What follows belongs to an exercise in optimizing a design on an open flow for a short achievable clock period; a production flow would make more cautious choices. No functional check of the RTL was part of any run shown here. No activity file was given, so power comes from the tool's default toggle rates.

**flow/run.sh**
```bash
#!/bin/bash
# synth_recipe.tcl (not shown) runs the flow's synth.tcl, then flattens the netlist and writes it again
# the make line also repeats each setting of config.mk as NAME=value (left out here)
make -C /OpenROAD-flow-scripts/flow DESIGN_CONFIG=/design/flow/config.mk WORK_HOME=/design/flow/orfs CLKGATE_MAP_FILE= SYNTH_SCRIPT=/design/flow/synth_recipe.tcl finish
```
**flow/design.v**
```verilog
package cpu_cfg_pkg;
  localparam int data_w = 16;
  localparam int dstk_depth = 16;                 
  localparam int dstk_aw    = $clog2(dstk_depth);
  localparam int dstk_cw    = $clog2(dstk_depth + 3);
  localparam int cstk_depth = 16;
  localparam int cstk_aw    = $clog2(cstk_depth);
  localparam int cstk_cw    = cstk_aw + 1;
  localparam logic [data_w-1:0] reset_ip = '0;
endpackage
package cpu_isa_pkg;
  localparam int insn_w = 16;
  localparam logic [insn_w-1:0] insn_isr_load = 16'h7811;
  localparam logic [insn_w-1:0] imm_mask_lit  = 16'h7fff;   
  localparam logic [insn_w-1:0] imm_mask_br   = 16'h0ffe;   
  localparam logic [insn_w-1:0] imm_mask_word = 16'h03fe;   
  localparam logic [insn_w-1:0] imm_mask_byte = 16'h03ff;
  typedef enum logic [1:0] {
    src_stk0 = 2'h0,
    src_fp   = 2'h1,
    src_ip   = 2'h2,
    src_cstk = 2'h3
  } src_a_t;
  typedef enum logic [1:0] {
    src_imm  = 2'h0,
    src_stk1 = 2'h1,
    src_isr  = 2'h2
  } src_b_t;
  typedef enum logic [5:0] {
    alu_add   = 6'd0,
    alu_sub   = 6'd1,
    alu_and   = 6'd2,
    alu_or    = 6'd3,
    alu_xor   = 6'd4,
    alu_shl   = 6'd5,
    alu_shr   = 6'd6,
    alu_eq    = 6'd7,
    alu_lt    = 6'd8,
    alu_not   = 6'd9,
    alu_a     = 6'd10,
    alu_b     = 6'd11,
    alu_addz  = 6'd12,
    alu_addnz = 6'd13
  } alu_sel_t;
endpackage
`timescale 1ns/100ps
module g_inv   (input logic a, output logic y);                   assign y = ~a;                     endmodule
module g_nand2 (input logic a, b, output logic y);                assign y = ~(a & b);               endmodule
module g_nor2  (input logic a, b, output logic y);                assign y = ~(a | b);               endmodule
module g_xor2  (input logic a, b, output logic y);                assign y = a ^ b;                  endmodule
module g_xnor2 (input logic a, b, output logic y);                assign y = ~(a ^ b);               endmodule
module g_aoi21 (input logic a1, a2, b, output logic y);           assign y = ~((a1 & a2) | b);       endmodule
module g_oai21 (input logic a1, a2, b, output logic y);           assign y = ~((a1 | a2) & b);       endmodule
module g_aoi22 (input logic a1, a2, b1, b2, output logic y);      assign y = ~((a1 & a2) | (b1 & b2)); endmodule
module g_aoi221 (input logic a1, a2, b1, b2, c, output logic y);  assign y = ~((a1 & a2) | (b1 & b2) | c); endmodule
module g_nand3 (input logic a, b, c, output logic y);             assign y = ~(a & b & c);           endmodule
module g_nand4 (input logic a, b, c, d, output logic y);          assign y = ~(a & b & c & d);       endmodule
module g_mux2i (input logic s, a0, a1, output logic y);           assign y = ~(s ? a1 : a0);         endmodule
`timescale 1ns/100ps
module add_ks10
(
  input  logic [9:0] a,
  input  logic [9:0] x,
  output logic [9:0] s,
  output logic        con
);
  logic g0_0, t0_0, g0_1, t0_1, g0_2, t0_2, g0_3, t0_3, g0_4, t0_4, g0_5, t0_5, g0_6, t0_6, g0_7, t0_7, g0_8, t0_8, g0_9, t0_9, g1_1, g1_2, t1_2, g1_3, t1_3, g1_4, t1_4, g1_5, t1_5, g1_6, t1_6, g1_7, t1_7, g1_8, t1_8, g1_9, t1_9, g0_0_i, g2_2, g2_3, g2_4, t2_4, g2_5, t2_5, g2_6, t2_6, g2_7, t2_7, g2_8, t2_8, g2_9, t2_9, g3_4, g1_1_i, g3_5, g3_6, g3_7, g3_8, t3_8, g3_9, t3_9, g4_8, g4_9, p_0, p_1, p_2, p_3, p_4, p_5, p_6, p_7, p_8, p_9;
  g_nand2 u_g0_0 (.a(a[0]), .b(x[0]), .y(g0_0));
  g_nor2  u_t0_0 (.a(a[0]), .b(x[0]), .y(t0_0));
  g_nand2 u_g0_1 (.a(a[1]), .b(x[1]), .y(g0_1));
  g_nor2  u_t0_1 (.a(a[1]), .b(x[1]), .y(t0_1));
  g_nand2 u_g0_2 (.a(a[2]), .b(x[2]), .y(g0_2));
  g_nor2  u_t0_2 (.a(a[2]), .b(x[2]), .y(t0_2));
  g_nand2 u_g0_3 (.a(a[3]), .b(x[3]), .y(g0_3));
  g_nor2  u_t0_3 (.a(a[3]), .b(x[3]), .y(t0_3));
  g_nand2 u_g0_4 (.a(a[4]), .b(x[4]), .y(g0_4));
  g_nor2  u_t0_4 (.a(a[4]), .b(x[4]), .y(t0_4));
  g_nand2 u_g0_5 (.a(a[5]), .b(x[5]), .y(g0_5));
  g_nor2  u_t0_5 (.a(a[5]), .b(x[5]), .y(t0_5));
  g_nand2 u_g0_6 (.a(a[6]), .b(x[6]), .y(g0_6));
  g_nor2  u_t0_6 (.a(a[6]), .b(x[6]), .y(t0_6));
  g_nand2 u_g0_7 (.a(a[7]), .b(x[7]), .y(g0_7));
  g_nor2  u_t0_7 (.a(a[7]), .b(x[7]), .y(t0_7));
  g_nand2 u_g0_8 (.a(a[8]), .b(x[8]), .y(g0_8));
  g_nor2  u_t0_8 (.a(a[8]), .b(x[8]), .y(t0_8));
  g_nand2 u_g0_9 (.a(a[9]), .b(x[9]), .y(g0_9));
  g_nor2  u_t0_9 (.a(a[9]), .b(x[9]), .y(t0_9));
  g_oai21 u_g1_1 (.a1(t0_1), .a2(g0_0), .b(g0_1), .y(g1_1));
  g_oai21 u_g1_2 (.a1(t0_2), .a2(g0_1), .b(g0_2), .y(g1_2));
  g_nor2  u_t1_2 (.a(t0_2), .b(t0_1), .y(t1_2));
  g_oai21 u_g1_3 (.a1(t0_3), .a2(g0_2), .b(g0_3), .y(g1_3));
  g_nor2  u_t1_3 (.a(t0_3), .b(t0_2), .y(t1_3));
  g_oai21 u_g1_4 (.a1(t0_4), .a2(g0_3), .b(g0_4), .y(g1_4));
  g_nor2  u_t1_4 (.a(t0_4), .b(t0_3), .y(t1_4));
  g_oai21 u_g1_5 (.a1(t0_5), .a2(g0_4), .b(g0_5), .y(g1_5));
  g_nor2  u_t1_5 (.a(t0_5), .b(t0_4), .y(t1_5));
  g_oai21 u_g1_6 (.a1(t0_6), .a2(g0_5), .b(g0_6), .y(g1_6));
  g_nor2  u_t1_6 (.a(t0_6), .b(t0_5), .y(t1_6));
  g_oai21 u_g1_7 (.a1(t0_7), .a2(g0_6), .b(g0_7), .y(g1_7));
  g_nor2  u_t1_7 (.a(t0_7), .b(t0_6), .y(t1_7));
  g_oai21 u_g1_8 (.a1(t0_8), .a2(g0_7), .b(g0_8), .y(g1_8));
  g_nor2  u_t1_8 (.a(t0_8), .b(t0_7), .y(t1_8));
  g_oai21 u_g1_9 (.a1(t0_9), .a2(g0_8), .b(g0_9), .y(g1_9));
  g_nor2  u_t1_9 (.a(t0_9), .b(t0_8), .y(t1_9));
  g_inv   u_g0_0_i (.a(g0_0), .y(g0_0_i));
  g_aoi21 u_g2_2 (.a1(t1_2), .a2(g0_0_i), .b(g1_2), .y(g2_2));
  g_aoi21 u_g2_3 (.a1(t1_3), .a2(g1_1), .b(g1_3), .y(g2_3));
  g_aoi21 u_g2_4 (.a1(t1_4), .a2(g1_2), .b(g1_4), .y(g2_4));
  g_nand2 u_t2_4 (.a(t1_4), .b(t1_2), .y(t2_4));
  g_aoi21 u_g2_5 (.a1(t1_5), .a2(g1_3), .b(g1_5), .y(g2_5));
  g_nand2 u_t2_5 (.a(t1_5), .b(t1_3), .y(t2_5));
  g_aoi21 u_g2_6 (.a1(t1_6), .a2(g1_4), .b(g1_6), .y(g2_6));
  g_nand2 u_t2_6 (.a(t1_6), .b(t1_4), .y(t2_6));
  g_aoi21 u_g2_7 (.a1(t1_7), .a2(g1_5), .b(g1_7), .y(g2_7));
  g_nand2 u_t2_7 (.a(t1_7), .b(t1_5), .y(t2_7));
  g_aoi21 u_g2_8 (.a1(t1_8), .a2(g1_6), .b(g1_8), .y(g2_8));
  g_nand2 u_t2_8 (.a(t1_8), .b(t1_6), .y(t2_8));
  g_aoi21 u_g2_9 (.a1(t1_9), .a2(g1_7), .b(g1_9), .y(g2_9));
  g_nand2 u_t2_9 (.a(t1_9), .b(t1_7), .y(t2_9));
  g_oai21 u_g3_4 (.a1(t2_4), .a2(g0_0), .b(g2_4), .y(g3_4));
  g_inv   u_g1_1_i (.a(g1_1), .y(g1_1_i));
  g_oai21 u_g3_5 (.a1(t2_5), .a2(g1_1_i), .b(g2_5), .y(g3_5));
  g_oai21 u_g3_6 (.a1(t2_6), .a2(g2_2), .b(g2_6), .y(g3_6));
  g_oai21 u_g3_7 (.a1(t2_7), .a2(g2_3), .b(g2_7), .y(g3_7));
  g_oai21 u_g3_8 (.a1(t2_8), .a2(g2_4), .b(g2_8), .y(g3_8));
  g_nor2  u_t3_8 (.a(t2_8), .b(t2_4), .y(t3_8));
  g_oai21 u_g3_9 (.a1(t2_9), .a2(g2_5), .b(g2_9), .y(g3_9));
  g_nor2  u_t3_9 (.a(t2_9), .b(t2_5), .y(t3_9));
  g_aoi21 u_g4_8 (.a1(t3_8), .a2(g0_0_i), .b(g3_8), .y(g4_8));
  g_aoi21 u_g4_9 (.a1(t3_9), .a2(g1_1), .b(g3_9), .y(g4_9));
  g_xor2  u_p_0 (.a(a[0]), .b(x[0]), .y(p_0));
  assign s[0] = p_0;
  g_xor2  u_p_1 (.a(a[1]), .b(x[1]), .y(p_1));
  g_xnor2 u_s_1 (.a(p_1), .b(g0_0), .y(s[1]));
  g_xor2  u_p_2 (.a(a[2]), .b(x[2]), .y(p_2));
  g_xor2  u_s_2 (.a(p_2), .b(g1_1), .y(s[2]));
  g_xor2  u_p_3 (.a(a[3]), .b(x[3]), .y(p_3));
  g_xnor2 u_s_3 (.a(p_3), .b(g2_2), .y(s[3]));
  g_xor2  u_p_4 (.a(a[4]), .b(x[4]), .y(p_4));
  g_xnor2 u_s_4 (.a(p_4), .b(g2_3), .y(s[4]));
  g_xor2  u_p_5 (.a(a[5]), .b(x[5]), .y(p_5));
  g_xor2  u_s_5 (.a(p_5), .b(g3_4), .y(s[5]));
  g_xor2  u_p_6 (.a(a[6]), .b(x[6]), .y(p_6));
  g_xor2  u_s_6 (.a(p_6), .b(g3_5), .y(s[6]));
  g_xor2  u_p_7 (.a(a[7]), .b(x[7]), .y(p_7));
  g_xor2  u_s_7 (.a(p_7), .b(g3_6), .y(s[7]));
  g_xor2  u_p_8 (.a(a[8]), .b(x[8]), .y(p_8));
  g_xor2  u_s_8 (.a(p_8), .b(g3_7), .y(s[8]));
  g_xor2  u_p_9 (.a(a[9]), .b(x[9]), .y(p_9));
  g_xnor2 u_s_9 (.a(p_9), .b(g4_8), .y(s[9]));
  assign con = g4_9;
endmodule
module add_ks11
(
  input  logic [10:0] a,
  input  logic [10:0] x,
  output logic [10:0] s,
  output logic        con
);
  logic g0_0, t0_0, g0_1, t0_1, g0_2, t0_2, g0_3, t0_3, g0_4, t0_4, g0_5, t0_5, g0_6, t0_6, g0_7, t0_7, g0_8, t0_8, g0_9, t0_9, g0_10, t0_10, g1_1, g1_2, t1_2, g1_3, t1_3, g1_4, t1_4, g1_5, t1_5, g1_6, t1_6, g1_7, t1_7, g1_8, t1_8, g1_9, t1_9, g1_10, t1_10, g0_0_i, g2_2, g2_3, g2_4, t2_4, g2_5, t2_5, g2_6, t2_6, g2_7, t2_7, g2_8, t2_8, g2_9, t2_9, g2_10, t2_10, g3_4, g1_1_i, g3_5, g3_6, g3_7, g3_8, t3_8, g3_9, t3_9, g3_10, t3_10, g4_8, g4_9, g2_2_i, g4_10, p_0, p_1, p_2, p_3, p_4, p_5, p_6, p_7, p_8, p_9, p_10;
  g_nand2 u_g0_0 (.a(a[0]), .b(x[0]), .y(g0_0));
  g_nor2  u_t0_0 (.a(a[0]), .b(x[0]), .y(t0_0));
  g_nand2 u_g0_1 (.a(a[1]), .b(x[1]), .y(g0_1));
  g_nor2  u_t0_1 (.a(a[1]), .b(x[1]), .y(t0_1));
  g_nand2 u_g0_2 (.a(a[2]), .b(x[2]), .y(g0_2));
  g_nor2  u_t0_2 (.a(a[2]), .b(x[2]), .y(t0_2));
  g_nand2 u_g0_3 (.a(a[3]), .b(x[3]), .y(g0_3));
  g_nor2  u_t0_3 (.a(a[3]), .b(x[3]), .y(t0_3));
  g_nand2 u_g0_4 (.a(a[4]), .b(x[4]), .y(g0_4));
  g_nor2  u_t0_4 (.a(a[4]), .b(x[4]), .y(t0_4));
  g_nand2 u_g0_5 (.a(a[5]), .b(x[5]), .y(g0_5));
  g_nor2  u_t0_5 (.a(a[5]), .b(x[5]), .y(t0_5));
  g_nand2 u_g0_6 (.a(a[6]), .b(x[6]), .y(g0_6));
  g_nor2  u_t0_6 (.a(a[6]), .b(x[6]), .y(t0_6));
  g_nand2 u_g0_7 (.a(a[7]), .b(x[7]), .y(g0_7));
  g_nor2  u_t0_7 (.a(a[7]), .b(x[7]), .y(t0_7));
  g_nand2 u_g0_8 (.a(a[8]), .b(x[8]), .y(g0_8));
  g_nor2  u_t0_8 (.a(a[8]), .b(x[8]), .y(t0_8));
  g_nand2 u_g0_9 (.a(a[9]), .b(x[9]), .y(g0_9));
  g_nor2  u_t0_9 (.a(a[9]), .b(x[9]), .y(t0_9));
  g_nand2 u_g0_10 (.a(a[10]), .b(x[10]), .y(g0_10));
  g_nor2  u_t0_10 (.a(a[10]), .b(x[10]), .y(t0_10));
  g_oai21 u_g1_1 (.a1(t0_1), .a2(g0_0), .b(g0_1), .y(g1_1));
  g_oai21 u_g1_2 (.a1(t0_2), .a2(g0_1), .b(g0_2), .y(g1_2));
  g_nor2  u_t1_2 (.a(t0_2), .b(t0_1), .y(t1_2));
  g_oai21 u_g1_3 (.a1(t0_3), .a2(g0_2), .b(g0_3), .y(g1_3));
  g_nor2  u_t1_3 (.a(t0_3), .b(t0_2), .y(t1_3));
  g_oai21 u_g1_4 (.a1(t0_4), .a2(g0_3), .b(g0_4), .y(g1_4));
  g_nor2  u_t1_4 (.a(t0_4), .b(t0_3), .y(t1_4));
  g_oai21 u_g1_5 (.a1(t0_5), .a2(g0_4), .b(g0_5), .y(g1_5));
  g_nor2  u_t1_5 (.a(t0_5), .b(t0_4), .y(t1_5));
  g_oai21 u_g1_6 (.a1(t0_6), .a2(g0_5), .b(g0_6), .y(g1_6));
  g_nor2  u_t1_6 (.a(t0_6), .b(t0_5), .y(t1_6));
  g_oai21 u_g1_7 (.a1(t0_7), .a2(g0_6), .b(g0_7), .y(g1_7));
  g_nor2  u_t1_7 (.a(t0_7), .b(t0_6), .y(t1_7));
  g_oai21 u_g1_8 (.a1(t0_8), .a2(g0_7), .b(g0_8), .y(g1_8));
  g_nor2  u_t1_8 (.a(t0_8), .b(t0_7), .y(t1_8));
  g_oai21 u_g1_9 (.a1(t0_9), .a2(g0_8), .b(g0_9), .y(g1_9));
  g_nor2  u_t1_9 (.a(t0_9), .b(t0_8), .y(t1_9));
  g_oai21 u_g1_10 (.a1(t0_10), .a2(g0_9), .b(g0_10), .y(g1_10));
  g_nor2  u_t1_10 (.a(t0_10), .b(t0_9), .y(t1_10));
  g_inv   u_g0_0_i (.a(g0_0), .y(g0_0_i));
  g_aoi21 u_g2_2 (.a1(t1_2), .a2(g0_0_i), .b(g1_2), .y(g2_2));
  g_aoi21 u_g2_3 (.a1(t1_3), .a2(g1_1), .b(g1_3), .y(g2_3));
  g_aoi21 u_g2_4 (.a1(t1_4), .a2(g1_2), .b(g1_4), .y(g2_4));
  g_nand2 u_t2_4 (.a(t1_4), .b(t1_2), .y(t2_4));
  g_aoi21 u_g2_5 (.a1(t1_5), .a2(g1_3), .b(g1_5), .y(g2_5));
  g_nand2 u_t2_5 (.a(t1_5), .b(t1_3), .y(t2_5));
  g_aoi21 u_g2_6 (.a1(t1_6), .a2(g1_4), .b(g1_6), .y(g2_6));
  g_nand2 u_t2_6 (.a(t1_6), .b(t1_4), .y(t2_6));
  g_aoi21 u_g2_7 (.a1(t1_7), .a2(g1_5), .b(g1_7), .y(g2_7));
  g_nand2 u_t2_7 (.a(t1_7), .b(t1_5), .y(t2_7));
  g_aoi21 u_g2_8 (.a1(t1_8), .a2(g1_6), .b(g1_8), .y(g2_8));
  g_nand2 u_t2_8 (.a(t1_8), .b(t1_6), .y(t2_8));
  g_aoi21 u_g2_9 (.a1(t1_9), .a2(g1_7), .b(g1_9), .y(g2_9));
  g_nand2 u_t2_9 (.a(t1_9), .b(t1_7), .y(t2_9));
  g_aoi21 u_g2_10 (.a1(t1_10), .a2(g1_8), .b(g1_10), .y(g2_10));
  g_nand2 u_t2_10 (.a(t1_10), .b(t1_8), .y(t2_10));
  g_oai21 u_g3_4 (.a1(t2_4), .a2(g0_0), .b(g2_4), .y(g3_4));
  g_inv   u_g1_1_i (.a(g1_1), .y(g1_1_i));
  g_oai21 u_g3_5 (.a1(t2_5), .a2(g1_1_i), .b(g2_5), .y(g3_5));
  g_oai21 u_g3_6 (.a1(t2_6), .a2(g2_2), .b(g2_6), .y(g3_6));
  g_oai21 u_g3_7 (.a1(t2_7), .a2(g2_3), .b(g2_7), .y(g3_7));
  g_oai21 u_g3_8 (.a1(t2_8), .a2(g2_4), .b(g2_8), .y(g3_8));
  g_nor2  u_t3_8 (.a(t2_8), .b(t2_4), .y(t3_8));
  g_oai21 u_g3_9 (.a1(t2_9), .a2(g2_5), .b(g2_9), .y(g3_9));
  g_nor2  u_t3_9 (.a(t2_9), .b(t2_5), .y(t3_9));
  g_oai21 u_g3_10 (.a1(t2_10), .a2(g2_6), .b(g2_10), .y(g3_10));
  g_nor2  u_t3_10 (.a(t2_10), .b(t2_6), .y(t3_10));
  g_aoi21 u_g4_8 (.a1(t3_8), .a2(g0_0_i), .b(g3_8), .y(g4_8));
  g_aoi21 u_g4_9 (.a1(t3_9), .a2(g1_1), .b(g3_9), .y(g4_9));
  g_inv   u_g2_2_i (.a(g2_2), .y(g2_2_i));
  g_aoi21 u_g4_10 (.a1(t3_10), .a2(g2_2_i), .b(g3_10), .y(g4_10));
  g_xor2  u_p_0 (.a(a[0]), .b(x[0]), .y(p_0));
  assign s[0] = p_0;
  g_xor2  u_p_1 (.a(a[1]), .b(x[1]), .y(p_1));
  g_xnor2 u_s_1 (.a(p_1), .b(g0_0), .y(s[1]));
  g_xor2  u_p_2 (.a(a[2]), .b(x[2]), .y(p_2));
  g_xor2  u_s_2 (.a(p_2), .b(g1_1), .y(s[2]));
  g_xor2  u_p_3 (.a(a[3]), .b(x[3]), .y(p_3));
  g_xnor2 u_s_3 (.a(p_3), .b(g2_2), .y(s[3]));
  g_xor2  u_p_4 (.a(a[4]), .b(x[4]), .y(p_4));
  g_xnor2 u_s_4 (.a(p_4), .b(g2_3), .y(s[4]));
  g_xor2  u_p_5 (.a(a[5]), .b(x[5]), .y(p_5));
  g_xor2  u_s_5 (.a(p_5), .b(g3_4), .y(s[5]));
  g_xor2  u_p_6 (.a(a[6]), .b(x[6]), .y(p_6));
  g_xor2  u_s_6 (.a(p_6), .b(g3_5), .y(s[6]));
  g_xor2  u_p_7 (.a(a[7]), .b(x[7]), .y(p_7));
  g_xor2  u_s_7 (.a(p_7), .b(g3_6), .y(s[7]));
  g_xor2  u_p_8 (.a(a[8]), .b(x[8]), .y(p_8));
  g_xor2  u_s_8 (.a(p_8), .b(g3_7), .y(s[8]));
  g_xor2  u_p_9 (.a(a[9]), .b(x[9]), .y(p_9));
  g_xnor2 u_s_9 (.a(p_9), .b(g4_8), .y(s[9]));
  g_xor2  u_p_10 (.a(a[10]), .b(x[10]), .y(p_10));
  g_xnor2 u_s_10 (.a(p_10), .b(g4_9), .y(s[10]));
  assign con = g4_10;
endmodule
module res_mux
(
  input  logic [8:0]       sel,     
  input  logic [8:0][9:0]  lo,
  input  logic [8:0]       con,     
  input  logic [7:0][5:0]  hc0,     
  input  logic [7:0][5:0]  hc1,
  input  logic [4:0]       bhc0,    
  input  logic [4:0]       bhc1,
  input  logic             blo10,
  input  logic [15:0]      v_op7,   
  input  logic [15:0]      v_imm,   
  input  logic [15:0]      v_ip2,   
  output logic [15:0]      y
);
  always_comb
  begin
    y = v_op7 | v_imm | v_ip2;
    for (int k = 0; k < 8; k++)
      if (sel[k])
        y = y | {con[k] ? hc0[k] : hc1[k], lo[k]};
    if (sel[8])
      y = y | {con[8] ? bhc0 : bhc1, blo10, lo[8]};
  end
endmodule
module op7_pick
(
  input  logic        en,
  input  logic [11:0] insn,     
  input  logic [15:0] tn_sum,
  input  logic [15:0] tn_dif,
  input  logic [15:0] tn_and,
  input  logic [15:0] tn_or,
  input  logic [15:0] tn_xor,
  input  logic [15:0] tn_shl,
  input  logic [15:0] tn_shr,
  input  logic        tn_eq,
  input  logic        tn_lt,
  input  logic [15:0] t,
  input  logic [15:0] n,
  input  logic [15:0] t_addz,
  input  logic [15:0] t_addnz,
  input  logic [15:0] isr,
  input  logic [15:0] c,
  input  logic [15:0] fp,
  output logic [15:0] y
);
  logic [15:0] alu, sys;
  always_comb
  begin
    case (insn[5:0])
      6'd0:    alu = tn_sum;
      6'd1:    alu = tn_dif;
      6'd2:    alu = tn_and;
      6'd3:    alu = tn_or;
      6'd4:    alu = tn_xor;
      6'd5:    alu = tn_shl;
      6'd6:    alu = tn_shr;
      6'd7:    alu = {15'd0, tn_eq};
      6'd8:    alu = {15'd0, tn_lt};
      6'd9:    alu = ~t;
      6'd10:   alu = t;
      6'd11:   alu = n;
      6'd12:   alu = t_addz;
      6'd13:   alu = t_addnz;
      default: alu = 16'd0;
    endcase
    if (insn[4] && !insn[0])
      sys = isr;                                    
    else if (insn[3:2] == 2'b00 && !insn[0])
      sys = c;                                      
    else if (insn[3:0] == 4'b0011)
      sys = fp;                                     
    else
      sys = t;
    y = !en ? 16'd0 : insn[11] ? sys : alu;
  end
endmodule
module imm_pick
(
  input  logic [15:0] insn,
  output logic [15:0] y
);
  always_comb
  begin
    y = 16'd0;
    if (insn[15])
      y = {1'b0, insn[14:0]};
    else if (insn[11:10] == 2'b00)
      case (insn[14:12])
        3'b010, 3'b011, 3'b101: y = {{6{insn[9]}}, insn[9:0]};
        3'b100:                 y = {{7{insn[9]}}, insn[9:1]};
        3'b110:                 y = {6'd0, insn[9:0]};
        default:                y = 16'd0;
      endcase
  end
endmodule
module alu_pre
(
  input  logic [15:0] t,
  input  logic [15:0] n,
  output logic [15:0] tn_sum,
  output logic [15:0] tn_dif,
  output logic [15:0] tn_and,
  output logic [15:0] tn_or,
  output logic [15:0] tn_xor,
  output logic [15:0] tn_shl,
  output logic [15:0] tn_shr,
  output logic        tn_eq,
  output logic        tn_lt,
  output logic [15:0] t_addz,
  output logic [15:0] t_addnz,
  output logic        t_zero,
  output logic [5:0]  t_hp
);
  logic [15:0] t_step;
  assign tn_sum  = t + n;
  assign tn_dif  = t - n;
  assign tn_and  = t & n;
  assign tn_or   = t | n;
  assign tn_xor  = t ^ n;
  assign tn_shl  = t << n[3:0];
  assign tn_shr  = t >> n[3:0];
  assign tn_eq   = t == n;
  assign tn_lt   = $signed(t) < $signed(n);
  assign t_step  = t + 16'd2;
  assign t_zero  = t == 16'd0;
  assign t_addz  = t_zero ? tn_sum : t_step;
  assign t_addnz = !t_zero ? tn_sum : t_step;
  assign t_hp    = t[15:10] + 6'd1;
endmodule
module hi_pre
(
  input  logic [15:0] fp,
  input  logic [15:0] ip,
  input  logic [15:0] c,
  output logic [5:0]  fp_hm,
  output logic [5:0]  fp_hp,
  output logic [5:0]  ip_hm,
  output logic [5:0]  ip_hp,
  output logic [5:0]  c_hm,
  output logic [5:0]  c_hp,
  output logic [4:0]  br_hm,
  output logic [4:0]  br_hp,
  output logic [15:0] ip2
);
  assign fp_hm = fp[15:10] - 6'd1;
  assign fp_hp = fp[15:10] + 6'd1;
  assign ip_hm = ip[15:10] - 6'd1;
  assign ip_hp = ip[15:10] + 6'd1;
  assign c_hm  = c[15:10] - 6'd1;
  assign c_hp  = c[15:10] + 6'd1;
  assign br_hm = ip[15:11] - 5'd1;
  assign br_hp = ip[15:11] + 5'd1;
  assign ip2   = ip + 16'd2;
endmodule
module hc_sel #(parameter int W = 6)
(
  input  logic         s,
  input  logic [W-1:0] h,
  input  logic [W-1:0] hm,
  input  logic [W-1:0] hp,
  output logic [W-1:0] hc0,
  output logic [W-1:0] hc1
);
  assign hc1 = s ? h  : hp;
  assign hc0 = s ? hm : h;
endmodule
`timescale 1ns/100ps
module stack_cpu
(
  input  logic        clk,
  input  logic        rst_n,
  output logic [15:0] imem_addr,
  input  logic [15:0] insn,
  output logic [15:0] dmem_addr,
  output logic [15:0] dmem_wdata,
  output logic        dmem_we,
  output logic        dmem_re,
  output logic        dmem_byte,
  input  logic [15:0] dmem_rdata
);
  logic [15:0] ip, fp, isr;
  logic [15:0] top0, top1;           
  logic [15:0] dmem_stk [16];        
  logic [4:0]  depth;                
  logic [15:0] cmem [16];            
  logic [4:0]  cptr;                 
  logic [15:0] ctop;                 
  logic [15:0] ip2;
  logic [3:0] op;
  logic [1:0] asel;
  logic is_lit, is_j, is_jc, is_b, is_w, is_6, is_alu, is_sys;
  assign op     = insn[15:12];
  assign asel   = insn[11:10];
  assign is_lit = insn[15];
  assign is_j   = op == 4'b0000;
  assign is_jc  = op == 4'b0001;
  assign is_b   = insn[15:13] == 3'b001 || op == 4'b0101;   
  assign is_w   = op == 4'b0100;                             
  assign is_6   = op == 4'b0110;                             
  assign is_alu = op == 4'b0111 && !insn[11];
  assign is_sys = op == 4'b0111 && insn[11];
  logic [15:0] tn_sum, tn_dif, tn_and, tn_or, tn_xor, tn_shl, tn_shr, t_addz, t_addnz;
  logic        t_zero, tn_eq, tn_lt;
  logic [5:0]  t_hp;
  alu_pre u_alu_pre (.t(top0), .n(top1), .tn_sum(tn_sum), .tn_dif(tn_dif), .tn_and(tn_and),
                     .tn_or(tn_or), .tn_xor(tn_xor), .tn_shl(tn_shl), .tn_shr(tn_shr),
                     .tn_eq(tn_eq), .tn_lt(tn_lt), .t_addz(t_addz), .t_addnz(t_addnz),
                     .t_zero(t_zero), .t_hp(t_hp));
  logic [9:0] xb, xw;
  logic       sgn;
  assign xb  = insn[9:0];               
  assign xw  = {insn[9], insn[9:1]};    
  assign sgn = insn[9];
  logic [5:0] fp_hm, fp_hp, ip_hm, ip_hp, c_hm, c_hp;
  logic [4:0] br_hm, br_hp;
  hi_pre u_hi_pre (.fp(fp), .ip(ip), .c(ctop), .fp_hm(fp_hm), .fp_hp(fp_hp), .ip_hm(ip_hm),
                   .ip_hp(ip_hp), .c_hm(c_hm), .c_hp(c_hp), .br_hm(br_hm), .br_hp(br_hp),
                   .ip2(ip2));
  logic [8:0][9:0] lo;
  logic [8:0]      con;
  logic [7:0][5:0] hc0, hc1;
  logic [4:0]      bhc0, bhc1;
  logic            blo10;
  logic [10:0]     br_lo;
  add_ks10 u_fp_b (.a(fp[9:0]),   .x(xb), .s(lo[0]), .con(con[0]));
  add_ks10 u_ip_b (.a(ip[9:0]),   .x(xb), .s(lo[1]), .con(con[1]));
  add_ks10 u_c_b  (.a(ctop[9:0]), .x(xb), .s(lo[2]), .con(con[2]));
  add_ks10 u_fp_w (.a(fp[9:0]),   .x(xw), .s(lo[3]), .con(con[3]));
  add_ks10 u_ip_w (.a(ip[9:0]),   .x(xw), .s(lo[4]), .con(con[4]));
  add_ks10 u_c_w  (.a(ctop[9:0]), .x(xw), .s(lo[5]), .con(con[5]));
  add_ks10 u_t_b  (.a(top0[9:0]), .x(xb), .s(lo[7]), .con(con[7]));
  add_ks11 u_br   (.a(ip[10:0]),  .x(insn[11:1]), .s(br_lo), .con(con[8]));
  assign lo[6] = lo[0];
  assign con[6] = con[0];
  assign lo[8] = br_lo[9:0];
  assign blo10 = br_lo[10];
  hc_sel #(.W(6)) u_hc_fp (.s(sgn), .h(fp[15:10]),   .hm(fp_hm), .hp(fp_hp), .hc0(hc0[0]), .hc1(hc1[0]));
  hc_sel #(.W(6)) u_hc_ip (.s(sgn), .h(ip[15:10]),   .hm(ip_hm), .hp(ip_hp), .hc0(hc0[1]), .hc1(hc1[1]));
  hc_sel #(.W(6)) u_hc_c  (.s(sgn), .h(ctop[15:10]), .hm(c_hm),  .hp(c_hp),  .hc0(hc0[2]), .hc1(hc1[2]));
  assign hc1[3] = hc1[0];
  assign hc0[3] = hc0[0];
  assign hc1[4] = hc1[1];
  assign hc0[4] = hc0[1];
  assign hc1[5] = hc1[2];
  assign hc0[5] = hc0[2];
  assign hc1[6] = fp_hp;
  assign hc0[6] = fp[15:10];
  assign hc1[7] = t_hp;
  assign hc0[7] = top0[15:10];
  hc_sel #(.W(5)) u_hc_br (.s(insn[11]), .h(ip[15:11]), .hm(br_hm), .hp(br_hp), .hc0(bhc0), .hc1(bhc1));
  logic cond, s_br, s_ip2, s_6i, s_6f, s_sisr, s_sc, s_sfp;
  logic [8:0] sel;
  assign cond   = insn[0] ? !t_zero : t_zero;
  assign s_br   = is_j || (is_jc && cond);
  assign s_ip2  = is_jc && !cond;
  assign s_6i   = is_6 && asel == 2'd0;
  assign s_6f   = is_6 && asel == 2'd1;
  assign s_sisr = is_sys && insn[4] && !insn[0];
  assign s_sc   = is_sys && !insn[4] && !insn[0] && insn[3:2] == 2'b00;
  assign s_sfp  = is_sys && insn[3:0] == 4'b0011;
  assign sel[0] = is_b && asel == 2'd1;
  assign sel[1] = is_b && asel == 2'd2;
  assign sel[2] = is_b && asel == 2'd3;
  assign sel[3] = is_w && asel == 2'd1;
  assign sel[4] = is_w && asel == 2'd2;
  assign sel[5] = is_w && asel == 2'd3;
  assign sel[6] = s_6f;
  assign sel[7] = is_6 && insn[11];
  assign sel[8] = s_br;
  logic [15:0] v_op7, v_imm, v_ip2, alu_res;
  assign v_ip2 = {16{s_ip2}} & ip2;
  op7_pick u_op7 (.en(op == 4'b0111), .insn(insn[11:0]), .tn_sum(tn_sum), .tn_dif(tn_dif),
                  .tn_and(tn_and), .tn_or(tn_or), .tn_xor(tn_xor),
                  .tn_shl(tn_shl), .tn_shr(tn_shr), .tn_eq(tn_eq), .tn_lt(tn_lt),
                  .t(top0), .n(top1), .t_addz(t_addz),
                  .t_addnz(t_addnz), .isr(isr), .c(ctop), .fp(fp),
                  .y(v_op7));
  imm_pick u_imm (.insn(insn), .y(v_imm));
  res_mux u_res (.sel(sel), .lo(lo), .con(con), .hc0(hc0), .hc1(hc1), .bhc0(bhc0), .bhc1(bhc1),
                 .blo10(blo10), .v_op7(v_op7), .v_imm(v_imm), .v_ip2(v_ip2), .y(alu_res));
  logic push, pop, load_stk, wr1, rd, wr, byt, cpush, cpop;
  assign push     = is_lit || op == 4'b0010 || (is_w && !insn[0]) || op == 4'b0101 ||
                    (op == 4'b0111 && insn[7]);
  assign pop      = is_jc || op == 4'b0011 || (is_w && insn[0]) || (is_alu && insn[6]) ||
                    (is_sys && insn[2]) || (is_sys && insn[4] && insn[0]);
  assign load_stk = push || is_alu || (is_sys && insn[3] && !insn[1]);
  assign wr1      = op == 4'b0111 && insn[3] && !(insn[11] && insn[4]);
  assign rd       = op == 4'b0010 || (is_w && !insn[0]) || s_6i ||
                    (is_sys && insn[3:2] == 2'b10);
  assign wr       = op == 4'b0011 || (is_w && insn[0]) || (is_sys && insn[3:2] == 2'b11);
  assign byt      = insn[15:13] == 3'b001 || (op == 4'b0111 && insn[0]);
  assign cpush    = (is_j && insn[0]) || s_6i || s_sisr || s_sfp;
  assign cpop     = s_sc;
  assign imem_addr  = ip;
  assign dmem_addr  = alu_res;
  assign dmem_wdata = (op == 4'b0111 && !(insn[11] && insn[4])) ? top1 : top0;
  assign dmem_we    = rst_n && wr;
  assign dmem_re    = rst_n && rd;
  assign dmem_byte  = byt && (rd || wr);
  logic [15:0] rd_data, din, ip_nx, fp_nx, cdin;
  assign rd_data = byt ? {8'h00, dmem_rdata[7:0]} : dmem_rdata;
  assign din     = rd ? rd_data : alu_res;
  assign cdin    = s_sfp ? fp : ip2;
  always_comb
  begin
    if (s_br)
      ip_nx = alu_res;
    else if (s_6i)
      ip_nx = {6'd0, xb};
    else if (is_sys && insn[3:0] == 4'b0000)
      ip_nx = insn[4] ? isr : ctop;
    else
      ip_nx = ip2;
    if (s_6f)
      fp_nx = alu_res;
    else if (is_sys && insn[3:0] == 4'b0010)
      fp_nx = insn[4] ? isr : ctop;
    else
      fp_nx = fp;
  end
  always_ff @(posedge clk)
  begin
    if (!rst_n)
    begin
      ip  <= 16'd0;
      fp  <= 16'd0;
      isr <= 16'd0;
    end
    else
    begin
      ip <= ip_nx;
      fp <= fp_nx;
      if (insn == 16'h7811)
        isr <= top0;
    end
  end
  logic [3:0] sp;
  assign sp = depth[3:0] - 4'd2;
  always_ff @(posedge clk)
  begin
    if (push && !pop && depth >= 5'd2)
      dmem_stk[sp] <= top1;
    if (push && !pop)
      top1 <= top0;
    else if (pop && !push)
    begin
      top0 <= top1;
      top1 <= dmem_stk[sp - 4'd1];
    end
    if (load_stk)
    begin
      if (wr1)
        top1 <= din;
      else
        top0 <= din;
    end
  end
  always_ff @(posedge clk)
  begin
    if (!rst_n)
      depth <= 5'd0;
    else if (push && !pop)
      depth <= depth + 5'd1;
    else if (pop && !push)
      depth <= depth - 5'd1;
  end
  always_ff @(posedge clk)
  begin
    if (cpush)
      cmem[cptr[3:0]] <= cdin;
  end
  always_ff @(posedge clk)
  begin
    if (cpush && !cpop)
      ctop <= cdin;
    else if (cpop && !cpush)
      ctop <= cmem[cptr[3:0] - 4'd2];
  end
  always_ff @(posedge clk)
  begin
    if (!rst_n)
      cptr <= 5'd0;
    else if (cpush && !cpop)
      cptr <= cptr + 5'd1;
    else if (cpop && !cpush)
      cptr <= cptr - 5'd1;
  end
endmodule
```
**flow/constraint.sdc**
```tcl
create_clock -name core_clock -period 12.5 [get_ports {clk}]
set_input_delay 2.5000 -clock core_clock [delete_from_list [all_inputs] [get_ports {clk}]]
set_output_delay 2.5000 -clock core_clock [all_outputs]
set_load 0.01 [all_outputs]
```
**flow/config.mk**
```make
export PLATFORM = sky130hd
export DESIGN_NAME = stack_cpu
export DESIGN_NICKNAME = stack_cpu
export VERILOG_FILES = /design/flow/design.v
export SDC_FILE = /design/flow/constraint.sdc
export NUM_CORES = 4
export LEC_CHECK = 0
export ABC_CLOCK_PERIOD_IN_PS = 2000
export CAP_MARGIN = 20
export CORE_MARGIN = 2
export CORE_UTILIZATION = 40
export PLACE_DENSITY = 0.6
export SETUP_SLACK_MARGIN = 5
export SLEW_MARGIN = 20
export SYNTH_HIERARCHICAL = 1
export SYNTH_MINIMUM_KEEP_SIZE = 0
```
==> impl_results.md, run 1 <==
- Status: no timing/DRC/antenna violations
- Clock Skew: 58.26 ps
- Die Ht: 318.1 microns
- Crit path DAT: ~5000 ps
- Initial DRC count: 4,291
- Crit. End Element: primary output
- Synth cell types: between 100 and 150
- Syn Nets: 3,625
- Fmax: approximately 0.13 GHz
- Pwr dens: 159.0 mW/mm^2
- Leak: about 17 nW
- Core Region: ~0.1 sq mm
- Worst r2r dst: top0[0]
- FFs w/ async S/R, synth: 0%
- Starting density of the core: 40.21%
- GR Util All Layers: 27.03%
- Final wirelength: 143,300 microns
- H-tree depth: 3
- Avg Inst Size Synth: 11.26 sq um
- Max-slew violation count: 0
- CP max stage delay: around 440 ps
- Final Cycle Share: 60.53%
- Final hold slack: 497.6 ps
- Die X: 318.1 microns
- Post-Place Cells: 4,757
- CTS tree: yes
- Post-CTS Hold Buffers: 0
- RSZ-0062 raised after global routing: yes
- Crit path max-delay cell type: and4bb_4
- CP Launch Type: input port
- # DRC: 0
- Max Cap Viol: 0
- Post-DP HPWL: 92,440 microns
- Via density per instance: 6.244
- R2R depth: 18
- CP Cell Sequence: buf_16 > buf_16 > buf_4 > and4bb_4 > buf_4 > mux2i_1 > o21ai_0 > o311a_1 > nor4_2 > nand3_1 > dlygate4sd2_1
- Top_reg_cell synth: edfxtp_1
- Placer Congestion: 1.000
- Max IR drop VDD: roughly 0.12 mV
- First-pass GRT wire length: 202,800 microns
- Initial antenna violation count: 4
- PortBufs: 84
- Row count: 115
- CTS max path bufs: 3
- Top post-synthesis cells by area: edfxtp_1 40%, mux4_2 8.4%, dfxtp_1 4.5%
- Skew-Pair Late Insertion Delay: around 670 ps
- Die footprint: slightly above 0.1 sq mm
- Final setup vio count: 0
- Reg-to-reg slack, setup: between 7000 and 8000 ps
- Number of global-route vias before repair: 29,350
- Final hold violation count: 0
- Final non-filler cell total: 4,985
- HP Class: flop to flop
- WP data required: 10,000 ps
- CTS clk-pin slew, worst paths: 60 ps
- Largest net degree at the start of global routing: 60
- Post-synthesis register bit count: 617
- Fillers: 8,858
- Ys Warns: 10
- CP Class: input port to primary output
- Post-synth top area share: 40.18%
- WHS Endpoint: depth[4]
- Seq/Total Area, Yosys: 44.70%
- Setup TNS: 0 ps
- P&R area growth vs syn: 17.57%
- Post-DRT Antenna Nets: 0
- EDFF count, synth: 528
- Wire per inst: between 20 and 30 microns
- Hold Crit Start: depth[4]
- Fin nets: 3,766
- CTS Buf Count: 68
- Syn Inst Count: 3,503
- Min cycle time layout: around 7600 ps
- Slew Limit Headroom: 28.30%
- Tightest Pin Transition: around 1100 ps
- Final Core Density: 47.27%
- GR Overflow Total: 0
- Critical path buffers and inverters: 5
- Root Buffer: clkbuf_16
- Design Power: 7.377 mW
- CP max FO: 9
- Worst r2r src: top0[0]
- DR vias: 31,130
- Most common cell in the netlist: edfxtp_1
- Most common library cells after synthesis: 528 x edfxtp_1, 344 x nor2_1, 333 x nand2_1
- Netlist Area Pre-Place: just under 0.04 sq mm
- Top Ports: 85
- Delay-heaviest family, CP: simple AND/OR/NAND/NOR gates
- Post-synth top area cell: edfxtp_1
- CTS sink cnt: about 620
- Hold Crit Depth: 2
- Layout cells sized above 1: 25.80%
- DRT Pass-1 Iters: 6
[worst max-delay path by stage]
stage	start	to	slack, ps	cells past startpoint
finish	insn[3]	dmem_addr[9]	4930	11
global placement	insn[0]	dmem_addr[4]	3730	10
floorplan	insn[11]	dmem_addr[8]	5520	11
detailed placement	insn[0]	dmem_addr[0]	3700	9
CTS	top1[0]	dmem_addr[12]	4780	16
global route	insn[9]	dmem_addr[10]	4950	13
[cell type report]
cell class	count	area [sq um]	area share, %
multi-input cells	2525	21080	45.44
flip-flops and latches	617	17660	38.08
repair buffers	300	3279	7.069
clock buffers	92	1844	3.976
well taps	1287	1610	3.471
inverters	132	520.5	1.122
clock inverters	31	390.4	0.8415
diodes	1	2.502	0.005394
[through the flow]
step	instance area [sq um]	worst slack, ps
6_report	46390	4934
5_1_grt	46390	4953
4_1_cts	45360	4781
3_5_place_dp	41620	3697
3_3_place_gp	41620	3728
2_1_floorplan	39460	5519
[worst min-delay path: cells and delay by family (launching register included)]
family             cells  cell delay [ps]
DFF                    1              320
AOI/OAI and AO/OA      2              130
[repair_timing]
item                                    4_1_cts  5_1_grt
pin swaps                                    18       34
gates cloned                                 12       10
setup buffers                                41       41
hold endpoints to repair                      0        0
endpoints found under the setup margin       35       18
gates resized for setup                     241      139
[power breakdown]
part	switching [mW]	internal, mW
clock network	0.854	1.17
registers	0.0904	2.42
logic	1.79	1.05
total	2.73	4.64
[state kept, by name, summed over array words and instances (netlist names)]
signal / cells
dmem_stk: 256
fp: 16
ctop: 16
top1: 16
top0: 16
depth: 5
cptr: 4
ip: 16
cmem: 256
isr: 16
[cells in the final DEF (no fill, tap or decap), types with 71 or more instances in the layout]
master / count
edfxtp_1: 528
ha_1: 71
mux2_2: 107
a21oi_2: 77
buf_4: 163
mux2i_1: 148
xnor2_1: 98
o21ai_1: 111
clkbuf_16: 80
dfxtp_1: 78
inv_1: 120
mux4_2: 148
xor2_1: 155
nand2_1: 329
o21ai_0: 92
a21oi_1: 85
nor2_1: 278
[per-module statistics from Yosys (local to each module, per instance), excerpt]
module     flops+latches  cell area, sq um  copies in the design  cells inside
res_mux                0              1528                     1           172
op7_pick               0              2365                     1           293
g_nor2                 0             3.754                   155             1
g_aoi21                0             8.758                    82             1
alu_pre                0              3850                     1           573
g_xnor2                0             8.758                    33             1
g_oai21                0             5.005                   122             1
g_inv                  0             3.754                    17             1
add_ks10               0             7.507                     7             1
hi_pre                 0             898.4                     1           122
imm_pick               0             337.8                     1            48
g_nand2                0             3.754                   130             1
stack_cpu            617             25890                     1          1577
g_xor2                 0             8.758                   121             1
add_ks11               0             7.507                     1             1
[logic make-up (layout without fill, tap and decap cells)]
group                    after synthesis  count (layout)  synth area share, %
other                                  0               1                    0
flip-flops                           617             617                44.70
AND/OR/NAND/NOR                      972             972                11.33
buffers and inverters                361             555                4.357
multiplexers                         478             478                17.83
adder cells (fa/ha/maj)               88              88                2.867
XOR/XNOR                             256             256                5.702
AO/OA/AOI/OAI                        731             731                13.21
[metal layers]
metal | routed length (microns) | vias up | GRT usage [%]
li1 | - | 13490 | -
met1 | 58080 | 15500 | 36.83
met2 | 63540 | 1747 | 41.92
met3 | 13820 | 387 | 5.037
met4 | 7879 | 4 | 12.29
met5 | 23 | - | 0
==> inputs of run 2 (changes only) <==
--- a/flow/design.v
+++ b/flow/design.v
@@ -58,2 +58,3 @@
 module g_mux2i (input logic s, a0, a1, output logic y);           assign y = ~(s ? a1 : a0);         endmodule
+module g_nor3  (input logic a, b, c, output logic y);             assign y = ~(a | b | c);           endmodule
 `timescale 1ns/100ps
@@ -262,21 +263,78 @@
   input  logic [8:0]       con,     
-  input  logic [7:0][5:0]  hc0,     
-  input  logic [7:0][5:0]  hc1,
-  input  logic [4:0]       bhc0,    
-  input  logic [4:0]       bhc1,
-  input  logic             blo10,
-  input  logic [15:0]      v_op7,   
-  input  logic [15:0]      v_imm,   
-  input  logic [15:0]      v_ip2,   
+  input  logic [7:0][5:0]  ha,      
+  input  logic [7:0][5:0]  hb,      
+  input  logic [4:0]       bha,     
+  input  logic [4:0]       bhb,
+  input  logic             blo10,   
+  input  logic [15:0]      op7,
+  input  logic [15:0]      imm,
   output logic [15:0]      y
 );
-  always_comb
-  begin
-    y = v_op7 | v_imm | v_ip2;
-    for (int k = 0; k < 8; k++)
-      if (sel[k])
-        y = y | {con[k] ? hc0[k] : hc1[k], lo[k]};
-    if (sel[8])
-      y = y | {con[8] ? bhc0 : bhc1, blo10, lo[8]};
+  for (genvar k = 0; k < 10; k++)
+  begin : g_lo
+    logic n0, n1, n2, n3;
+    g_aoi221 u_0 (.a1(sel[0]), .a2(lo[0][k]), .b1(sel[1]), .b2(lo[1][k]), .c(op7[k]), .y(n0));
+    g_aoi221 u_1 (.a1(sel[2]), .a2(lo[2][k]), .b1(sel[3]), .b2(lo[3][k]), .c(imm[k]), .y(n1));
+    g_aoi22  u_2 (.a1(sel[4]), .a2(lo[4][k]), .b1(sel[5]), .b2(lo[5][k]), .y(n2));
+    g_aoi22  u_3 (.a1(sel[7]), .a2(lo[7][k]), .b1(sel[8]), .b2(lo[8][k]), .y(n3));
+    g_nand4  u_y (.a(n0), .b(n1), .c(n2), .d(n3), .y(y[k]));
+  end
+  for (genvar k = 10; k < 16; k++)
+  begin : g_hi
+    logic [8:0] tn;
+    logic p1, p2, p3, x1n, x2n;
+    for (genvar j = 0; j < 8; j++)
+    begin : g_t
+      g_mux2i u_t (.s(con[j]), .a0(ha[j][k-10]), .a1(hb[j][k-10]), .y(tn[j]));
+    end
+    if (k == 10)
+    begin : g_b10
+      g_nand2 u_t8 (.a(sel[8]), .b(blo10), .y(tn[8]));
+    end
+    else
+    begin : g_bhi
+      g_mux2i u_t8 (.s(con[8]), .a0(bha[k-11]), .a1(bhb[k-11]), .y(tn[8]));
+    end
+    g_nand3 u_p1 (.a(tn[0]), .b(tn[1]), .c(tn[2]), .y(p1));
+    g_nand3 u_p2 (.a(tn[3]), .b(tn[4]), .c(tn[5]), .y(p2));
+    g_nand3 u_p3 (.a(tn[6]), .b(tn[7]), .c(tn[8]), .y(p3));
+    g_nor2  u_x1 (.a(p1), .b(p2), .y(x1n));
+    g_nor3  u_x2 (.a(p3), .b(op7[k]), .c(imm[k]), .y(x2n));
+    g_nand2 u_y  (.a(x1n), .b(x2n), .y(y[k]));
+  end
+endmodule
+module hc_gate #(parameter int W = 6)
+(
+  input  logic         sel,
+  input  logic [W-1:0] hc0,
+  input  logic [W-1:0] hc1,
+  output logic [W-1:0] ha,
+  output logic [W-1:0] hb
+);
+  assign ha = {W{sel}} & hc1;
+  assign hb = {W{sel}} & hc0;
+endmodule
+module op7_sel
+(
+  input  logic [15:0] insn,
+  output logic [3:0]  d0,
+  output logic [3:0]  e,
+  output logic        es_isr,
+  output logic        es_c,
+  output logic        es_fp,
+  output logic        es_t
+);
+  logic alu, sys;
+  assign alu = insn[15:11] == 5'b01110 && insn[5:4] == 2'b00;
+  assign sys = insn[15:11] == 5'b01111;
+  for (genvar i = 0; i < 4; i++)
+  begin : g_d
+    assign d0[i] = insn[1:0] == i;
+    assign e[i]  = alu && insn[3:2] == i;
   end
+  assign es_isr = sys && insn[4] && !insn[0];
+  assign es_c   = sys && !insn[4] && !insn[0] && insn[3:2] == 2'b00;
+  assign es_fp  = sys && insn[3:0] == 4'b0011;
+  assign es_t   = sys && !(insn[4] && !insn[0]) && !(insn[3:2] == 2'b00 && !insn[0]) &&
+                  insn[3:0] != 4'b0011;
 endmodule
@@ -284,4 +342,3 @@
 (
-  input  logic        en,
-  input  logic [11:0] insn,     
+  input  logic [15:0] insn,
   input  logic [15:0] tn_sum,
@@ -304,31 +361,41 @@
 );
-  logic [15:0] alu, sys;
-  always_comb
-  begin
-    case (insn[5:0])
-      6'd0:    alu = tn_sum;
-      6'd1:    alu = tn_dif;
-      6'd2:    alu = tn_and;
-      6'd3:    alu = tn_or;
-      6'd4:    alu = tn_xor;
-      6'd5:    alu = tn_shl;
-      6'd6:    alu = tn_shr;
-      6'd7:    alu = {15'd0, tn_eq};
-      6'd8:    alu = {15'd0, tn_lt};
-      6'd9:    alu = ~t;
-      6'd10:   alu = t;
-      6'd11:   alu = n;
-      6'd12:   alu = t_addz;
-      6'd13:   alu = t_addnz;
-      default: alu = 16'd0;
-    endcase
-    if (insn[4] && !insn[0])
-      sys = isr;                                    
-    else if (insn[3:2] == 2'b00 && !insn[0])
-      sys = c;                                      
-    else if (insn[3:0] == 4'b0011)
-      sys = fp;                                     
+  logic [3:0] d0, e;
+  logic       es_isr, es_c, es_fp, es_t;
+  logic [15:0] t_n;
+  op7_sel u_sel (.insn(insn), .d0(d0), .e(e), .es_isr(es_isr), .es_c(es_c),
+                 .es_fp(es_fp), .es_t(es_t));
+  for (genvar k = 0; k < 16; k++)
+  begin : g_bit
+    logic a0, b0, a1, b1, a2, b2, a3, m0, m1, m2, m3, n0, n1, n2, n3, tn;
+    g_inv   u_tn (.a(t[k]), .y(tn));
+    g_aoi22 u_a0 (.a1(d0[0]), .a2(tn_sum[k]), .b1(d0[1]), .b2(tn_dif[k]), .y(a0));
+    g_aoi22 u_b0 (.a1(d0[2]), .a2(tn_and[k]), .b1(d0[3]), .b2(tn_or[k]),  .y(b0));
+    g_nand2 u_m0 (.a(a0), .b(b0), .y(m0));
+    g_aoi22 u_a1 (.a1(d0[0]), .a2(tn_xor[k]), .b1(d0[1]), .b2(tn_shl[k]), .y(a1));
+    if (k == 0)
+    begin : g_eq
+      g_aoi22 u_b1 (.a1(d0[2]), .a2(tn_shr[k]), .b1(d0[3]), .b2(tn_eq), .y(b1));
+    end
     else
-      sys = t;
-    y = !en ? 16'd0 : insn[11] ? sys : alu;
+    begin : g_neq
+      g_nand2 u_b1 (.a(d0[2]), .b(tn_shr[k]), .y(b1));
+    end
+    g_nand2 u_m1 (.a(a1), .b(b1), .y(m1));
+    if (k == 0)
+    begin : g_lt
+      g_aoi22 u_a2 (.a1(d0[0]), .a2(tn_lt), .b1(d0[1]), .b2(tn), .y(a2));
+    end
+    else
+    begin : g_nlt
+      g_nand2 u_a2 (.a(d0[1]), .b(tn), .y(a2));
+    end
+    g_aoi22 u_b2 (.a1(d0[2]), .a2(t[k]), .b1(d0[3]), .b2(n[k]), .y(b2));
+    g_nand2 u_m2 (.a(a2), .b(b2), .y(m2));
+    g_aoi22 u_a3 (.a1(d0[0]), .a2(t_addz[k]), .b1(d0[1]), .b2(t_addnz[k]), .y(a3));
+    g_inv   u_m3 (.a(a3), .y(m3));
+    g_aoi22 u_n0 (.a1(e[0]), .a2(m0), .b1(e[1]), .b2(m1), .y(n0));
+    g_aoi22 u_n1 (.a1(e[2]), .a2(m2), .b1(e[3]), .b2(m3), .y(n1));
+    g_aoi22 u_n2 (.a1(es_isr), .a2(isr[k]), .b1(es_c), .b2(c[k]), .y(n2));
+    g_aoi22 u_n3 (.a1(es_fp), .a2(fp[k]), .b1(es_t), .b2(t[k]), .y(n3));
+    g_nand4 u_y  (.a(n0), .b(n1), .c(n2), .d(n3), .y(y[k]));
   end
@@ -338,2 +405,4 @@
   input  logic [15:0] insn,
+  input  logic        s_ip2,
+  input  logic [15:0] ip2,
   output logic [15:0] y
@@ -342,3 +411,3 @@
   begin
-    y = 16'd0;
+    y = {16{s_ip2}} & ip2;
     if (insn[15])
@@ -350,3 +419,3 @@
         3'b110:                 y = {6'd0, insn[9:0]};
-        default:                y = 16'd0;
+        default:                ;
       endcase
@@ -425,2 +494,25 @@
 endmodule
+module res_sel
+(
+  input  logic [15:0] insn,
+  input  logic        t_zero,
+  output logic [8:0]  sel,
+  output logic        s_ip2
+);
+  logic is_b, is_w, is_6, cond;
+  assign is_b  = insn[15:13] == 3'b001 || insn[15:12] == 4'b0101;
+  assign is_w  = insn[15:12] == 4'b0100;
+  assign is_6  = insn[15:12] == 4'b0110;
+  assign cond  = insn[0] ^ t_zero;    
+  assign sel[0] = is_b && insn[11:10] == 2'd1;
+  assign sel[1] = is_b && insn[11:10] == 2'd2;
+  assign sel[2] = is_b && insn[11:10] == 2'd3;
+  assign sel[3] = is_w && insn[11:10] == 2'd1;
+  assign sel[4] = is_w && insn[11:10] == 2'd2;
+  assign sel[5] = is_w && insn[11:10] == 2'd3;
+  assign sel[6] = is_6 && insn[11:10] == 2'd1;
+  assign sel[7] = is_6 && insn[11];
+  assign sel[8] = insn[15:12] == 4'b0000 || (insn[15:12] == 4'b0001 && cond);
+  assign s_ip2  = insn[15:12] == 4'b0001 && !cond;
+endmodule
 `timescale 1ns/100ps
@@ -509,7 +601,6 @@
   hc_sel #(.W(5)) u_hc_br (.s(insn[11]), .h(ip[15:11]), .hm(br_hm), .hp(br_hp), .hc0(bhc0), .hc1(bhc1));
-  logic cond, s_br, s_ip2, s_6i, s_6f, s_sisr, s_sc, s_sfp;
+  logic s_br, s_ip2, s_6i, s_6f, s_sisr, s_sc, s_sfp;
   logic [8:0] sel;
-  assign cond   = insn[0] ? !t_zero : t_zero;
-  assign s_br   = is_j || (is_jc && cond);
-  assign s_ip2  = is_jc && !cond;
+  res_sel u_rsel (.insn(insn), .t_zero(t_zero), .sel(sel), .s_ip2(s_ip2));
+  assign s_br = sel[8];
   assign s_6i   = is_6 && asel == 2'd0;
@@ -519,14 +610,7 @@
   assign s_sfp  = is_sys && insn[3:0] == 4'b0011;
-  assign sel[0] = is_b && asel == 2'd1;
-  assign sel[1] = is_b && asel == 2'd2;
-  assign sel[2] = is_b && asel == 2'd3;
-  assign sel[3] = is_w && asel == 2'd1;
-  assign sel[4] = is_w && asel == 2'd2;
-  assign sel[5] = is_w && asel == 2'd3;
-  assign sel[6] = s_6f;
-  assign sel[7] = is_6 && insn[11];
-  assign sel[8] = s_br;
-  logic [15:0] v_op7, v_imm, v_ip2, alu_res;
-  assign v_ip2 = {16{s_ip2}} & ip2;
-  op7_pick u_op7 (.en(op == 4'b0111), .insn(insn[11:0]), .tn_sum(tn_sum), .tn_dif(tn_dif),
+  logic [15:0] v_op7, v_imm, alu_res;
+  logic [8:0]  rsel;
+  logic [7:0][5:0] ha, hb;
+  logic [4:0]  bha, bhb;
+  op7_pick u_op7 (.insn(insn), .tn_sum(tn_sum), .tn_dif(tn_dif),
                   .tn_and(tn_and), .tn_or(tn_or), .tn_xor(tn_xor),
@@ -536,5 +620,11 @@
                   .y(v_op7));
-  imm_pick u_imm (.insn(insn), .y(v_imm));
-  res_mux u_res (.sel(sel), .lo(lo), .con(con), .hc0(hc0), .hc1(hc1), .bhc0(bhc0), .bhc1(bhc1),
-                 .blo10(blo10), .v_op7(v_op7), .v_imm(v_imm), .v_ip2(v_ip2), .y(alu_res));
+  imm_pick u_imm (.insn(insn), .s_ip2(s_ip2), .ip2(ip2), .y(v_imm));
+  assign rsel = {sel[8:1], sel[0] || sel[6]};
+  for (genvar j = 0; j < 8; j++)
+  begin : g_hg
+    hc_gate #(.W(6)) u_hg (.sel(sel[j]), .hc0(hc0[j]), .hc1(hc1[j]), .ha(ha[j]), .hb(hb[j]));
+  end
+  hc_gate #(.W(5)) u_hg_br (.sel(sel[8]), .hc0(bhc0), .hc1(bhc1), .ha(bha), .hb(bhb));
+  res_mux u_res (.sel(rsel), .lo(lo), .con(con), .ha(ha), .hb(hb), .bha(bha), .bhb(bhb),
+                 .blo10(blo10), .op7(v_op7), .imm(v_imm), .y(alu_res));
   logic push, pop, load_stk, wr1, rd, wr, byt, cpush, cpop;
==> impl_results.md, run 2 <==
- Logic pwr share: 35.1% (was 38.4%)
- Clock Skew: 45.90 ps (was 58.26 ps)
- Max IR drop VDD: 0.1216 mV (was 0.1239 mV)
- R2R depth: 17 (was 18)
- CTS tree: yes (unchanged)
- Final hold violation count: 0 (unchanged)
- Worst r2r dst: top1[6] (was top0[0])
- First-pass GRT wire length: 193,000 microns (was 202,800 microns)
- Hold Crit Depth: 2 (unchanged)
- Final Cycle Share: 59.64% (was 60.53%)
- Global routing usage on met1: 34.74% (was 36.83%)
- Dpl cell area: 0.04287 sq mm (was 0.04162 sq mm)
- CP Cell Sequence: buf_2 > clkbuf_8 > inv_1 > nor2_4 > buf_6 > a22oi_2 > nand2_1 > a22oi_2 > nand4_1 > a221oi_2 > nand4_1 > dlygate4sd2_1 (was buf_16 > buf_16 > buf_4 > and4bb_4 > buf_4 > mux2i_1 > o21ai_0 > o311a_1 > nor4_2 > nand3_1 > dlygate4sd2_1)
- WHS Endpoint: isr[15] (was depth[4])
- P&R area growth vs syn: 14.79% (was 17.57%)
- Post-synthesis register bit count: 617 (unchanged)
- Clk network pwr share: 28.7% (was 27.5%)
- Seq/Total Area, Yosys: 43.65% (was 44.70%)
- Met3 Use GR: 4.162% (was 5.037%)
- Crit path max-delay cell type: dlygate4sd2_1 (was and4bb_4)
- PortBufs: 84 (unchanged)
- # DRC: 0 (unchanged)
- Post-synthesis mux area share: 14.82% (was 17.83%)
- Initial DRC count: 3,264 (was 4,291)
- FF/Latch Area: 0.01766 sq mm (about the same)
- Max Cap Viol: 0 (unchanged)
- Post-synth top area cell: edfxtp_1 (unchanged)
- Root Buffer: clkbuf_16 (unchanged)
- Die Ht: 321.8 microns (was 318.1 microns)
- CP Class: input port to primary output (unchanged)
- Most Crowded Layer GR: met2 (unchanged)
- CP max FO: 48 (was 9)
- Min cycle time layout: 7455 ps (was 7566 ps)
- CTS sink cnt: 617 (unchanged)
- Fin nets: 3,900 (was 3,766)
- Pint: 4.511 mW (was 4.644 mW)
- WP data required: 10,000 ps (about the same)
- Compound-Gate Fraction of Synth Area: 15.40% (was 13.21%)
- Skew-Pair Late Insertion Delay: 650 ps (was 670 ps)
- Multi-input logic area: 0.02178 sq mm (was 0.02108 sq mm)
- XOR/XNOR Fraction of Synth Area: 5.505% (was 5.702%)
- Design Power: 7.075 mW (was 7.377 mW)
- Post-DRT Antenna Nets: 0 (unchanged)
- Most frequent cells in the layout: 528 x edfxtp_1, 479 x nand2_1, 285 x nor2_1 (was 528 x edfxtp_1, 329 x nand2_1, 278 x nor2_1)
- Final wirelength: 130,900 microns (was 143,300 microns)
- Die footprint: 0.1036 sq mm (was 0.1012 sq mm)
- Post-Synth Adder-Cell Area: 2.799% (was 2.867%)
- Fillers: 9,167 (was 8,858)
- Slew Limit Headroom: 24.41% (was 28.30%)
- Wire per inst: 25.53 microns (was 28.76 microns)
- CTS Buf Count: 69 (was 68)
- Netlist Area Pre-Place: 0.04041 sq mm (was 0.03946 sq mm)
- Via density per instance: 5.946 (was 6.244)
- Seq pwr share: 36.2% (was 34.1%)
- Crit path DAT: 4960 ps (was 5070 ps)
- Row count: 116 (was 115)
- DRT Pass-1 Iters: 6 (unchanged)
- CTS clk-pin slew, worst paths: 60 ps (about the same)
- Hold Crit Start: isr[15] (was depth[4])
- Post-DP HPWL: 88,500 microns (was 92,440 microns)
- Fmax: 0.1341 GHz (was 0.1322 GHz)
- Psw: 2.564 mW (was 2.734 mW)
- Sw Share: 36.25% (was 37.05%)
- H-tree depth: 3 (unchanged)
- Pwr dens: 152.5 mW/mm^2 (was 159.0 mW/mm^2)
- RSZ-0062 raised after global routing: yes (unchanged)
- Number of global-route vias before repair: 28,910 (was 29,350)
- Max-slew violation count: 0 (unchanged)
- Top post-synthesis cells by area: edfxtp_1 39%, mux4_2 7.9%, a22oi_2 5.1% (was edfxtp_1 40%, mux4_2 8.4%, dfxtp_1 4.5%)
- Status: no timing/DRC/antenna violations (unchanged)
- Grt met2 use: 38.58% (was 41.92%)
- CP max stage delay: 370 ps (was 440 ps)
- Layout cells sized above 1: 27.12% (was 25.80%)
- Avg Inst Size Synth: 11.11 sq um (was 11.26 sq um)
- Largest net degree at the start of global routing: 65 (was 60)
- Reg-to-reg slack, setup: 7450 ps (was 7520 ps)
- CP Launch Type: input port (unchanged)
- CTS max path bufs: 3 (unchanged)
- DR vias: 30,480 (was 31,130)
- Core Region: 0.1001 sq mm (was 0.09813 sq mm)
- Die X: 321.8 microns (was 318.1 microns)
- Starting density of the core: 40.35% (was 40.21%)
- Final setup vio count: 0 (unchanged)
- Top Ports: 85 (unchanged)
- Ys Warns: 8 (was 10)
- Initial antenna violation count: 2 (was 4)
- EDFF count, synth: 528 (unchanged)
- Worst r2r src: top0[10] (was top0[0])
- Tightest Pin Transition: 1126 ps (was 1074 ps)
- Top_reg_cell synth: edfxtp_1 (unchanged)
- Crit. End Element: primary output (unchanged)
- Setup TNS: 0 ps (unchanged)
- GR Util All Layers: 24.89% (was 27.03%)
- HP Class: flop to flop (unchanged)
- Most common cell in the netlist: edfxtp_1 (unchanged)
- FFs w/ async S/R, synth: 0% (unchanged)
- Synth Area in Simple Gates: 13.87% (was 11.33%)
- Syn Inst Count: 3,637 (was 3,503)
- Syn Nets: 3,759 (was 3,625)
- Most common library cells after synthesis: 528 x edfxtp_1, 485 x nand2_1, 326 x nor2_1 (was 528 x edfxtp_1, 344 x nor2_1, 333 x nand2_1)
- Leak: 16.72 nW (was 16.61 nW)
- Placer Congestion: 0.9794 (was 1.000)
- GR Overflow Total: 0 (unchanged)
- Synth cell types: 98 (was 107)
- Most common cell after layout, fill and taps aside: edfxtp_1 (unchanged)
- Main combinational cell family by area after synthesis: compound AO/OA/AOI/OAI gates (was multiplexers)
- Design area: 0.04639 sq mm (about the same)
- Post-synth top area share: 39.24% (was 40.18%)
run 2: cell types whose count changed in the layout (fill, tap and decap cells not counted), sizes merged, moves of 37 or more:
cell	previous run	this run
a22oi	22	171
buf	209	168
mux2	182	96
inv	129	166
nand2	333	495
and2	39	113
run 2: worst max-delay path: cells and delay by family:
kind / cells / cell delay [ps]
buffers and inverters: 5 / 1180
AO/OA/AOI/OAI: 3 / 670
AND/OR/NAND/NOR: 4 / 560
run 2: cell families (layout without fill, tap and decap cells):
logic type,Yosys count,count (layout)
other,0,1
adders and majority gates,88,88
muxes,395,395
AOI/OAI and AO/OA,750,750
and+or+nand+nor,1188,1190
xor gates and xnor gates,254,254
DFF,617,617
buffers and inverters,345,533
run 2: worst max path at each step:
stage / start / endpoint / slack (ps) / depth (start not counted)
floorplan: insn[1] / dmem_addr[8] / 5210 / 8
global placement: insn[14] / dmem_addr[0] / 3500 / 7
detailed placement: insn[14] / dmem_addr[4] / 3390 / 7
CTS: insn[7] / dmem_addr[14] / 5000 / 13
global route: insn[1] / dmem_addr[13] / 4980 / 13
finish: insn[1] / dmem_addr[8] / 5040 / 12
run 2: through the flow:
stage	hold WS (ps)	std cells	setup slack, ps	utilization [%]
final	486.9	5126	5045	46.32
after global routing	506.9	5125	4979	46.32
after CTS	485.2	5117	4997	45.99
after detailed placement	478.2	4946	3390	42.80
after global placement	471.2	4946	3498	42.80
after floorplan	455.7	3637	5207	-
run 2: area by class of cell:
| cell class | count | share of cell area, % |
|---|---|---|
| Clock inverter | 33 | 0.8685 |
| Sequential cell | 617 | 38.08 |
| Antenna cell | 1 | 0.005395 |
| Multi-Input combinational cell | 2677 | 46.96 |
| Tap cell | 1298 | 3.501 |
| Timing Repair Buffer | 246 | 5.246 |
| Clock buffer | 87 | 3.981 |
| Inverter | 167 | 1.362 |
run 2: Yosys stat by module, one instance, submodules excluded, excerpt:
module    cell area (sq um)  flip-flops and latches  times used
imm_pick              519.2                       0           1
add_ks11              7.507                       0           1
add_ks10              7.507                       0           7
g_nand4               6.256                       0          26
g_inv                 3.754                       0          49
res_sel               153.9                       0           1
run 2: repair_timing:
action                                  CTS  global route
pin swaps                                15             8
hold buffers                              0             0
gates resized for setup                 167            79
buffers inserted                         41             7
endpoints found under the setup margin   35            17
endpoints found under the hold margin     0             0
cloned                                   10             1
run 2: routing by layer:
metal,share of wire [%],wire [microns]
met4,4.4,5702
met3,7.6,9982
met5,0.0099,13
met1,43,56510
met2,45,58660
run 2: power groups by stage:
stage	clock [mW]	sequential, mW	combinational [mW]
after floorplan	0	2.58	1.65
after global placement	0	2.59	2.37
after detailed placement	0	2.60	2.38
after CTS	2.07	2.56	2.42
after global routing	2.15	2.57	2.67
final	2.03	2.56	2.48

[afterwards: timing with drivers on the ports]
How much do the figures lean on ideal ports? The routed layouts below were timed once more, with nothing changed but the port constraints.
Step 1 assumes that a clkbuf_16 drives the clock port and a buf_2 every other input.
Step 2 moves the port delays by t, midway between the first and last clock arrival at a register: inputs arrive t later, outputs are due t later. That takes back most of the time a late clock gives input paths.
a / b / c = no drivers / after step 1 / after step 2; a / b = the first two.
| run | t (ns) | setup slack, ns | latest minus earliest clock arrival (ns) | worst register clock-pin slew, ns |
|---|---|---|---|---|
| run 1 | 0.711 | 4.934 / 4.786 / 4.786 | 0.059 / 0.059 | 0.07 / 0.07 |
| run 2 | 0.691 | 5.045 / 5.023 / 5.023 | 0.049 / 0.049 | 0.07 / 0.07 |
After both steps every run listed still meets setup and hold. The setup slack of run 1, which loses most, moves by -0.148 ns with the drivers and by -0.148 ns with both steps.
